From an optimization exercise on the open Yosys and OpenROAD flow, aimed at small area, a short achievable clock period and few clock cycles per item; shortcuts taken in it are not production practice.
Only simulation tests tie the RTL to the original design; equivalence was not proved.
Power is estimated from default activity; no workload was simulated.

Design command_frame_receiver, start of the top module:
module command_frame_receiver #(
   parameter int MAX_PAYLOAD = 64
) (
   input  logic                       clock,
   input  logic                       reset,
   input  logic                       req_valid,
   output logic                       req_ready,
   input  logic [cfr_pkg::BYTE_W-1:0] req_rx_byte,
   output logic                       rsp_valid,
   input  logic                       rsp_ready,
   output logic [cfr_pkg::BYTE_W-1:0] rsp_frame_command,
   output logic [cfr_pkg::LEN_W-1:0]  rsp_frame_length,
   output logic [cfr_pkg::BYTE_W-1:0] rsp_payload_byte,
   output logic                       rsp_byte_valid,
   output logic                       rsp_last,
   output logic [cfr_pkg::SUM_W-1:0]  rsp_received_sum,
   output logic [cfr_pkg::SUM_W-1:0]  rsp_computed_sum,
   output logic                       rsp_sum_match,
   input  logic                       csr_we,
   input  logic [cfr_pkg::CSR_W-1:0]  csr_index,
   input  logic [cfr_pkg::BYTE_W-1:0] csr_wdata
);
make LEC_CHECK=0 CAP_MARGIN=20 CORE_MARGIN=2 CORE_UTILIZATION=65 CTS_BUF_LIST=sky130_fd_sc_hd__clkbuf_16 CTS_CLUSTER_DIAMETER=60 CTS_CLUSTER_SIZE=34 PLACE_DENSITY=0.75 SETUP_SLACK_MARGIN=2.2 SLEW_MARGIN=20 finish   # period 4.0 ns
run.sh (not shown) runs the stock make flow with config.mk's settings and CLKGATE_MAP_FILE= SYNTH_SCRIPT=/design/flow/synth_recipe.tcl, a recipe that flattens the netlist after the stock synthesis.
Testbench counts at the start, summed over its fixed seeds: cycles 15,046, beats 10,307.
Next try:
ABC_AREA = 1   (was not set)
CTS_CLUSTER_SIZE = 30   (was 34)
SETUP_SLACK_MARGIN = 2.0   (was 2.2)
Final area drops by 9.5%.
Worst setup slack loses 290 ps.
Synthesized cell count climbs by 13%.
Non-clock buffer count drops by 166.
Register-to-register slack loses 320 ps.
Combinational power drops by 22%.
Next try:
ABC_AREA = not set   (was 1)
SETUP_SLACK_MARGIN = 1.6   (was 2.0)
After rerunning:
- The changed run produced a clean layout
- core utilization goes down by 3.0 points
- worst setup slack degrades by 52 ps
- first-iteration DRC count rises by a few percent
- routed wire length rises slightly
- via count falls by a few percent
- synthesized area grows by a few percent
- hold slack stays flat
- power shrinks by a few percent

command_frame_receiver, a different RTL version from the one above (not shown whole).
For scale: roughly 84 I/O pins, roughly 33000 um^2 of cells after synthesis.
Settings: LEC_CHECK=0, CAP_MARGIN=5, CORE_MARGIN=2, CORE_UTILIZATION=65, CTS_BUF_LIST=sky130_fd_sc_hd__clkbuf_16, CTS_CLUSTER_DIAMETER=60, CTS_CLUSTER_SIZE=30, PLACE_DENSITY=0.75, SETUP_SLACK_MARGIN=2.0, SLEW_MARGIN=5; clock period 4.0 ns.
The baseline finished clean.
Testbench counts at the start, summed over its fixed seeds: cycles 15,050, beats 10,307.
Rerun with:
- CAP_MARGIN: 5 -> 20
- SETUP_SLACK_MARGIN: 2.0 -> 2.05
- SLEW_MARGIN: 5 -> 20
Result: The changed run finished with timing, DRC and antenna clean; non-clock buffer count climbs by 21; global-route usage barely changes; die area does not change.

command_frame_receiver with an RTL version that a note above also has.
Size in the first run: about 2400 cells after synthesis, roughly 84 I/O pins.
Settings: LEC_CHECK=0, ABC_CLOCK_PERIOD_IN_PS=1200, CAP_MARGIN=20, CORE_MARGIN=2, CORE_UTILIZATION=40, CTS_BUF_LIST=sky130_fd_sc_hd__clkbuf_16, CTS_CLUSTER_DIAMETER=60, CTS_CLUSTER_SIZE=30, SETUP_SLACK_MARGIN=2.0, SLEW_MARGIN=20; clock period 4.0 ns.
The starting point produced a clean layout.
Testbench counts at the start, summed over its fixed seeds: cycles 15,046, beats 10,307.
Edit:
- ABC_CLOCK_PERIOD_IN_PS: 1200 -> 2000
After rerunning:
- wire length stays the same
- clock power stays flat
- sequential cell count is unchanged
- non-clock buffer count does not change
- via count does not change
- clock skew does not change
- core utilization is unchanged
- critical path depth stays the same

RTL: one of the versions met above, not the one the previous note started from.
Size in the first run: ~2300 cells after synthesis, about 830 flip-flops, roughly 84 I/O pins, about 33000 um2 of cells after synthesis.
==> flow/design.v (excerpt) <==
module command_frame_receiver #(
   parameter int MAX_PAYLOAD = 64
) (
   input  logic                       clock,
   input  logic                       reset,
   input  logic                       req_valid,
   output logic                       req_ready,
   input  logic [cfr_pkg::BYTE_W-1:0] req_rx_byte,
   output logic                       rsp_valid,
   input  logic                       rsp_ready,
   output logic [cfr_pkg::BYTE_W-1:0] rsp_frame_command,
   output logic [cfr_pkg::LEN_W-1:0]  rsp_frame_length,
   output logic [cfr_pkg::BYTE_W-1:0] rsp_payload_byte,
   output logic                       rsp_byte_valid,
   output logic                       rsp_last,
   output logic [cfr_pkg::SUM_W-1:0]  rsp_received_sum,
   output logic [cfr_pkg::SUM_W-1:0]  rsp_computed_sum,
   output logic                       rsp_sum_match,
   input  logic                       csr_we,
   input  logic [cfr_pkg::CSR_W-1:0]  csr_index,
   input  logic [cfr_pkg::BYTE_W-1:0] csr_wdata
);
export LEC_CHECK = 0
export CAP_MARGIN = 20
export CORE_MARGIN = 2
export CORE_UTILIZATION = 75
export CTS_BUF_LIST = sky130_fd_sc_hd__clkbuf_16
export CTS_CLUSTER_DIAMETER = 60
export CTS_CLUSTER_SIZE = 30
export PLACE_DENSITY = 0.85
export SETUP_SLACK_MARGIN = 2.0
export SLEW_MARGIN = 20
create_clock -name core_clock -period 4.0 [get_ports {clock}]
The starting point finished with timing, DRC and antenna clean.
Testbench counts at the start, summed over its fixed seeds: cycles 15,050, beats 10,307.
Edit:
CORE_UTILIZATION = 65   (was 75)
GPL_TIMING_DRIVEN = 0   (was not set)
PLACE_DENSITY = 0.75   (was 0.85)
=>
- The changed run completed with no timing, DRC or antenna violations
- clock skew is higher by 32 ps
- non-clock buffer count is higher by 105
- utilization is lower by 8.7 points
- die area is higher by 15%
- first-iteration DRC count is lower by 17%
Edit:
GPL_TIMING_DRIVEN = not set   (was 0)
Result:
- setup slack improves by 160 ps
- cell area falls by a few percent
- total power goes down slightly
- wire length went down by roughly a tenth
- worst hold slack is about the same
- combinational power fell by a quarter to a third
- via count fell by a few percent

-- port drivers added, routing unchanged --
The flow's constraints put no driver on any port. The routed layouts listed below were extracted and timed again, unchanged, in two steps. Step 1 assumes that a clkbuf_16 drives the clock port and a buf_2 every other input. Step 2 times the ports against the registers' clock, not the clock port: input delays grow and output delays shrink by t, the midpoint of the rising clock arrivals with the driver on. Three values: ideal, step 1, step 2; two values: the first two.
| run | t (ns) | slack for setup (ns) | worst register clock-pin slew, ns | pins driven straight from the clock port |
|---|---|---|---|---|
| the first run of note 1 | 0.681 | 1.943 / 1.928 / 1.274 | 0.11 / 0.11 | 1 |
| the second run of note 1 | 0.681 | 1.649 / 1.649 / 1.369 | 0.11 / 0.11 | 1 |
| the third run of note 1 | 0.667 | 1.597 / 1.591 / 1.018 | 0.11 / 0.11 | 1 |
| the first run of note 2 | 0.678 | 1.930 / 1.872 / 1.323 | 0.11 / 0.11 | 1 |
| the second run of note 2 | 0.674 | 1.926 / 1.872 / 1.287 | 0.11 / 0.11 | 1 |
| the first run of note 3 | 0.715 | 1.936 / 1.890 / 1.285 | 0.10 / 0.10 | 1 |
| the second run of note 3 | 0.715 | 1.936 / 1.890 / 1.285 | 0.10 / 0.10 | 1 |
| the first run of note 4 | 0.663 | 1.870 / 1.870 / 1.239 | 0.12 / 0.12 | 1 |
| the second run of note 4 | 0.681 | 1.766 / 1.704 / 1.023 | 0.11 / 0.11 | 1 |
| the third run of note 4 | 0.678 | 1.930 / 1.872 / 1.323 | 0.11 / 0.11 | 1 |
After both steps every run listed still meets setup and hold. The setup slack of the second run of note 4, which loses most, moves by -0.062 ns with the drivers and by -0.743 ns with both steps.
